This design comes from an exercise in tuning for small area on the open sky130 flow, not from production work.
Only simulation tests tie the RTL to the original design; equivalence was not proved.
Power and IR drop assume default switching activity.

== job 105 ==
==> flow/design.v (excerpt) <==
module bp_top (
  input  logic        clk,
  input  logic        rst,
  input  logic [31:0] if_pc,
  output logic        pred_taken,
  output logic [31:0] pred_next_pc,
  input  logic        upd_valid,
  input  logic [31:0] upd_pc,
  input  logic        upd_taken,
  input  logic [31:0] upd_target,
  input  logic [31:0] upd_pred_next,
  output logic        mispredict,
  output logic [31:0] redirect_pc,
  output logic [15:0] branch_cnt,
  output logic [15:0] mispred_cnt
);
  branch_predictor #(
    .ENTRIES(32),
    .ADDR_W (32),
    .CNT_W  (16)
  ) u_bp (
    .clk          (clk),
    .rst          (rst),
    .if_pc        (if_pc),
    .pred_taken   (pred_taken),
    .pred_next_pc (pred_next_pc),
    .upd_valid    (upd_valid),
    .upd_pc       (upd_pc),
    .upd_taken    (upd_taken),
    .upd_target   (upd_target),
    .upd_pred_next(upd_pred_next),
    .mispredict   (mispredict),
    .redirect_pc  (redirect_pc),
    .branch_cnt   (branch_cnt),
    .mispred_cnt  (mispred_cnt)
  );
endmodule
export LEC_CHECK = 0
export CAP_MARGIN = 20
export CORE_MARGIN = 2
export CORE_UTILIZATION = 40
export SLEW_MARGIN = 20
export CTS_ARGS = -sink_clustering_enable -repair_clock_nets -dont_use_dummy_load
export BUFFER_PORTS_ARGS = -buffer_cell sky130_fd_sc_hd__buf_1
create_clock -name core_clock -period 14.0 [get_ports {clk}]
standard.sh (not shown) runs the stock make flow with config.mk's settings and CLKGATE_MAP_FILE= SYNTH_SCRIPT=/design/flow/synth_recipe.tcl, a recipe that flattens the netlist after the stock synthesis.
==> flow/flow/run.sh <==
#!/bin/bash
# Layout flow for bp_top.
#  1. The standard synthesis (standard.sh synth) fixes the registers: their
#     names and cell types.
#  2. gen.py writes the design again as a netlist with the same registers,
#     in which the tag/target write selects and the 32:1 read selects are
#     mapped to cells by hand; custom_synth.tcl maps the rest with yosys/abc.
#     That netlist replaces the standard one (kept as 1_2_yosys_std.v).
#  3. The standard flow runs on from there (floorplan to finish), with the
#     clock tree built without dummy loads and the port buffers made with
#     the smallest buffer cell.
# If step 2 fails, the standard netlist is laid out instead.
set -u -o pipefail
HERE=$(pwd)
FLOWDIR=$HERE/flow
cat >> config.mk <<'EOC'
export CTS_ARGS = -sink_clustering_enable -repair_clock_nets -dont_use_dummy_load
export BUFFER_PORTS_ARGS = -buffer_cell sky130_fd_sc_hd__buf_1
EOC

bash standard.sh synth > standard_synth.log 2>&1 || exit 1

RES=$HERE/orfs/results/${FLOW_PLATFORM:-sky130hd}/bp_top/base
LIB=$FLOW_HOME/platforms/sky130hd/lib/sky130_fd_sc_hd__tt_025C_1v80.lib
YOSYS=$FLOW_HOME/../tools/install/yosys/bin/yosys
[ -x "$YOSYS" ] || YOSYS=$(command -v yosys)

cp $RES/1_2_yosys.v $HERE/1_2_yosys_std.v
if python3 $FLOWDIR/gen.py $HERE/1_2_yosys_std.v $HERE/custom.v > gen.log 2>&1 &&
   LIB=$LIB CUSTOM_V=$HERE/custom.v OUT_V=$HERE/custom_net.v \
   ABC_SCRIPT=$FLOW_HOME/scripts/abc_speed.script \
   $YOSYS -c $FLOWDIR/custom_synth.tcl > custom_synth.log 2>&1 &&
   [ -s $HERE/custom_net.v ]; then
  cp $HERE/custom_net.v $RES/1_2_yosys.v
  rm -f $RES/1_synth.odb
  echo "using the hand-mapped netlist" > netlist_choice.log
else
  echo "hand-mapped netlist failed; using the standard netlist" > netlist_choice.log
fi

bash standard.sh > standard.log 2>&1
==> flow/flow/custom_synth.tcl <==
# yosys -c custom_synth.tcl ; env: CUSTOM_V, OUT_V, LIB, ABC_SCRIPT
yosys read_liberty -lib $::env(LIB)
yosys read_verilog -sv $::env(CUSTOM_V)
yosys hierarchy -check -top bp_top
yosys synth -top bp_top -flatten -nofsm -noshare
yosys opt -purge
yosys abc -script $::env(ABC_SCRIPT) -liberty $::env(LIB) -dont_use *probe_p_8 -dont_use *probec_p_8 -dont_use *lpflow*
yosys opt_clean -purge
yosys setundef -zero
yosys splitnets
yosys hilomap -singleton -hicell sky130_fd_sc_hd__conb_1 HI -locell sky130_fd_sc_hd__conb_1 LO
yosys insbuf -buf sky130_fd_sc_hd__buf_4 A X
yosys check
yosys stat -liberty $::env(LIB)
yosys write_verilog -noattr -noexpr -nohex -nodec $::env(OUT_V)
Other scripts of this flow, unchanged in this note and not shown: flow/flow/gen.py
Job 105 finished all stages; the layout is clean.
The inputs of job 102 differ from those of job 105 as listed below.
# job 105
export LEC_CHECK = 0
export CAP_MARGIN = 20
export CORE_MARGIN = 2
export CORE_UTILIZATION = 40
export SLEW_MARGIN = 20
export CTS_ARGS = -sink_clustering_enable -repair_clock_nets -dont_use_dummy_load
export BUFFER_PORTS_ARGS = -buffer_cell sky130_fd_sc_hd__buf_1
create_clock -name core_clock -period 14.0 [get_ports {clk}]
# job 102
export LEC_CHECK = 0
export CAP_MARGIN = 20
export CORE_MARGIN = 2
export CORE_UTILIZATION = 40
export SLEW_MARGIN = 20
export CTS_ARGS = -sink_clustering_enable -repair_clock_nets -dont_use_dummy_load -buf_list sky130_fd_sc_hd__clkbuf_8 -root_buf sky130_fd_sc_hd__clkbuf_16 -sink_clustering_size 16 -sink_clustering_max_diameter 60
export BUFFER_PORTS_ARGS = -buffer_cell sky130_fd_sc_hd__buf_1
create_clock -name core_clock -period 14.0 [get_ports {clk}]
diff --git a/flow/flow/run.sh b/flow/flow/run.sh
--- a/flow/flow/run.sh
+++ b/flow/flow/run.sh
@@ -5,8 +5,10 @@
 #  2. gen.py writes the design again as a netlist with the same registers,
 #     in which the tag/target write selects and the 32:1 read selects are
-#     mapped to cells by hand; custom_synth.tcl maps the rest with yosys/abc.
+#     mapped to cells by hand; custom_synth.tcl maps the rest with yosys and
+#     abc (area mapping, abc_area_map.script).
 #     That netlist replaces the standard one (kept as 1_2_yosys_std.v).
 #  3. The standard flow runs on from there (floorplan to finish), with the
-#     clock tree built without dummy loads and the port buffers made with
+#     clock tree built without dummy loads, from clkbuf_8 leaf buffers on
+#     clusters of at most 16 sinks, and the port buffers made with
 #     the smallest buffer cell.
 # If step 2 fails, the standard netlist is laid out instead.
@@ -15,5 +17,5 @@
 FLOWDIR=$HERE/flow
 cat >> config.mk <<'EOC'
-export CTS_ARGS = -sink_clustering_enable -repair_clock_nets -dont_use_dummy_load
+export CTS_ARGS = -sink_clustering_enable -repair_clock_nets -dont_use_dummy_load -buf_list sky130_fd_sc_hd__clkbuf_8 -root_buf sky130_fd_sc_hd__clkbuf_16 -sink_clustering_size 16 -sink_clustering_max_diameter 60
 export BUFFER_PORTS_ARGS = -buffer_cell sky130_fd_sc_hd__buf_1
 EOC
@@ -29,5 +31,5 @@
 if python3 $FLOWDIR/gen.py $HERE/1_2_yosys_std.v $HERE/custom.v > gen.log 2>&1 &&
    LIB=$LIB CUSTOM_V=$HERE/custom.v OUT_V=$HERE/custom_net.v \
-   ABC_SCRIPT=$FLOW_HOME/scripts/abc_speed.script \
+   ABC_SCRIPT=$FLOWDIR/abc_area_map.script \
    $YOSYS -c $FLOWDIR/custom_synth.tcl > custom_synth.log 2>&1 &&
    [ -s $HERE/custom_net.v ]; then
==> flow/flow/abc_area_map.script (new file) <==
strash
dch -f
amap
topo
==> comparison <==
Per the comparison of job 102 with job 105, layout-stage area growth over the synthesis result shrank by 2.5 points; clock period minus worst slack went up; least setup slack across all paths after layout dropped 0.89 ns.
Die: job 102 smaller than job 105
Job 102: non-clock buffer count in the final layout 70 above job 105

bp_top again, from the RTL that the note above started with.
Settings: LEC_CHECK=0, CAP_MARGIN=20, CORE_MARGIN=2, CORE_UTILIZATION=40, GPL_TIMING_DRIVEN=0, SLEW_MARGIN=20, CTS_ARGS=-sink_clustering_enable -repair_clock_nets -dont_use_dummy_load -buf_list sky130_fd_sc_hd__clkbuf_8 -root_buf sky130_fd_sc_hd__clkbuf_16 -sink_clustering_size 18 -sink_clustering_max_diameter 60, BUFFER_PORTS_ARGS=-buffer_cell sky130_fd_sc_hd__buf_1; clock period 14.0 ns.
==> flow/flow/run.sh <==
#!/bin/bash
# Layout flow for bp_top.
#  1. The standard synthesis (standard.sh synth) fixes the registers: their
#     names and cell types.
#  2. gen.py writes the design again as a netlist with the same registers,
#     in which the tag/target write selects and the 32:1 read selects are
#     mapped to cells by hand; custom_synth.tcl maps the rest with yosys and
#     abc (area mapping, abc_area_map.script).
#     That netlist replaces the standard one (kept as 1_2_yosys_std.v).
#  3. The standard flow runs on from there (floorplan to finish), with the
#     clock tree built without dummy loads, from clkbuf_8 leaf buffers on
#     clusters of at most 18 sinks, and the port buffers made with
#     the smallest buffer cell.
# If step 2 fails, the standard netlist is laid out instead.
set -u -o pipefail
HERE=$(pwd)
FLOWDIR=$HERE/flow
cat >> config.mk <<'EOC'
export CTS_ARGS = -sink_clustering_enable -repair_clock_nets -dont_use_dummy_load -buf_list sky130_fd_sc_hd__clkbuf_8 -root_buf sky130_fd_sc_hd__clkbuf_16 -sink_clustering_size 18 -sink_clustering_max_diameter 60
export BUFFER_PORTS_ARGS = -buffer_cell sky130_fd_sc_hd__buf_1
EOC

bash standard.sh synth > standard_synth.log 2>&1 || exit 1

RES=$HERE/orfs/results/${FLOW_PLATFORM:-sky130hd}/bp_top/base
LIB=$FLOW_HOME/platforms/sky130hd/lib/sky130_fd_sc_hd__tt_025C_1v80.lib
YOSYS=$FLOW_HOME/../tools/install/yosys/bin/yosys
[ -x "$YOSYS" ] || YOSYS=$(command -v yosys)

cp $RES/1_2_yosys.v $HERE/1_2_yosys_std.v
if python3 $FLOWDIR/gen.py $HERE/1_2_yosys_std.v $HERE/custom.v > gen.log 2>&1 &&
   LIB=$LIB CUSTOM_V=$HERE/custom.v OUT_V=$HERE/custom_net.v \
   ABC_SCRIPT=$FLOWDIR/abc_area_map.script \
   $YOSYS -c $FLOWDIR/custom_synth.tcl > custom_synth.log 2>&1 &&
   [ -s $HERE/custom_net.v ]; then
  cp $HERE/custom_net.v $RES/1_2_yosys.v
  rm -f $RES/1_synth.odb
  echo "using the hand-mapped netlist" > netlist_choice.log
else
  echo "hand-mapped netlist failed; using the standard netlist" > netlist_choice.log
fi

bash standard.sh > standard.log 2>&1
Scripts as last shown in full above: flow/flow/custom_synth.tcl
Other scripts of this flow, unchanged in this note and not shown: flow/flow/abc_area_map.script, flow/flow/gen.py
Rerun with:
--- a/flow/flow/run.sh
+++ b/flow/flow/run.sh
@@ -11,3 +11,3 @@
 #     clock tree built without dummy loads, from clkbuf_8 leaf buffers on
-#     clusters of at most 18 sinks, and the port buffers made with
+#     clusters of at most 16 sinks, and the port buffers made with
 #     the smallest buffer cell.
@@ -18,3 +18,3 @@
 cat >> config.mk <<'EOC'
-export CTS_ARGS = -sink_clustering_enable -repair_clock_nets -dont_use_dummy_load -buf_list sky130_fd_sc_hd__clkbuf_8 -root_buf sky130_fd_sc_hd__clkbuf_16 -sink_clustering_size 18 -sink_clustering_max_diameter 60
+export CTS_ARGS = -sink_clustering_enable -repair_clock_nets -dont_use_dummy_load -buf_list sky130_fd_sc_hd__clkbuf_8 -root_buf sky130_fd_sc_hd__clkbuf_16 -sink_clustering_size 16 -sink_clustering_max_diameter 60
 export BUFFER_PORTS_ARGS = -buffer_cell sky130_fd_sc_hd__buf_1
==> flow/config.mk (replaced) <==
export PLATFORM = sky130hd
export DESIGN_NAME = bp_top
export DESIGN_NICKNAME = bp_top
export VERILOG_FILES = /design/flow/design.v
export SDC_FILE = /design/flow/constraint.sdc
export NUM_CORES = 4
export LEC_CHECK = 0
export CAP_MARGIN = 20
export CORE_MARGIN = 2
export CORE_UTILIZATION = 60
export PLACE_DENSITY = 0.7
export SLEW_MARGIN = 20
export CTS_ARGS = -sink_clustering_enable -repair_clock_nets -dont_use_dummy_load -buf_list sky130_fd_sc_hd__clkbuf_8 -root_buf sky130_fd_sc_hd__clkbuf_16 -sink_clustering_size 16 -sink_clustering_max_diameter 60
export BUFFER_PORTS_ARGS = -buffer_cell sky130_fd_sc_hd__buf_1
After rerunning: Setup slack improves by 0.040 ns; total power stays flat; global-route usage came out higher by 14 points; final cell count decreases by 8.0%.

[static timing again, ports no longer ideal]
How much do the figures lean on ideal ports? The routed layouts below were timed once more, with nothing changed but the port constraints. Step 1 (the two cells are an assumption about what drives the block):
set clk [get_ports {clk}]
set_driving_cell -lib_cell sky130_fd_sc_hd__clkbuf_16 $clk
set_driving_cell -lib_cell sky130_fd_sc_hd__buf_2 [delete_from_list [all_inputs] $clk]
Step 2 moves the port delays by t, midway between the first and last clock arrival at a register: inputs arrive t later, outputs are due t later. That takes back most of the time a late clock gives input paths. Three values: ideal, step 1, step 2; two values: the first two.
| run | t (ns) | setup WS [ns] | worst setup path after step 2 | latest minus earliest clock arrival (ns) | worst register clock-pin slew, ns |
|---|---|---|---|---|---|
| job 105 | 0.902 | 2.255 / 2.229 / 2.229 | input to output | 0.098 / 0.097 | 0.07 / 0.07 |
| job 102 | 0.841 | 1.365 / 1.330 / 1.330 | input to output | 0.179 / 0.178 | 0.11 / 0.11 |
| the first run of note 2 | 0.869 | 1.051 / 1.029 / 1.029 | input to output | 0.121 / 0.121 | 0.12 / 0.12 |
| the second run of note 2 | 0.841 | 1.092 / 1.063 / 1.063 | input to output | 0.079 / 0.080 | 0.11 / 0.11 |
After both steps every run listed still meets setup and hold. The setup slack of job 102, which loses most, moves by -0.035 ns with the drivers and by -0.035 ns with both steps.
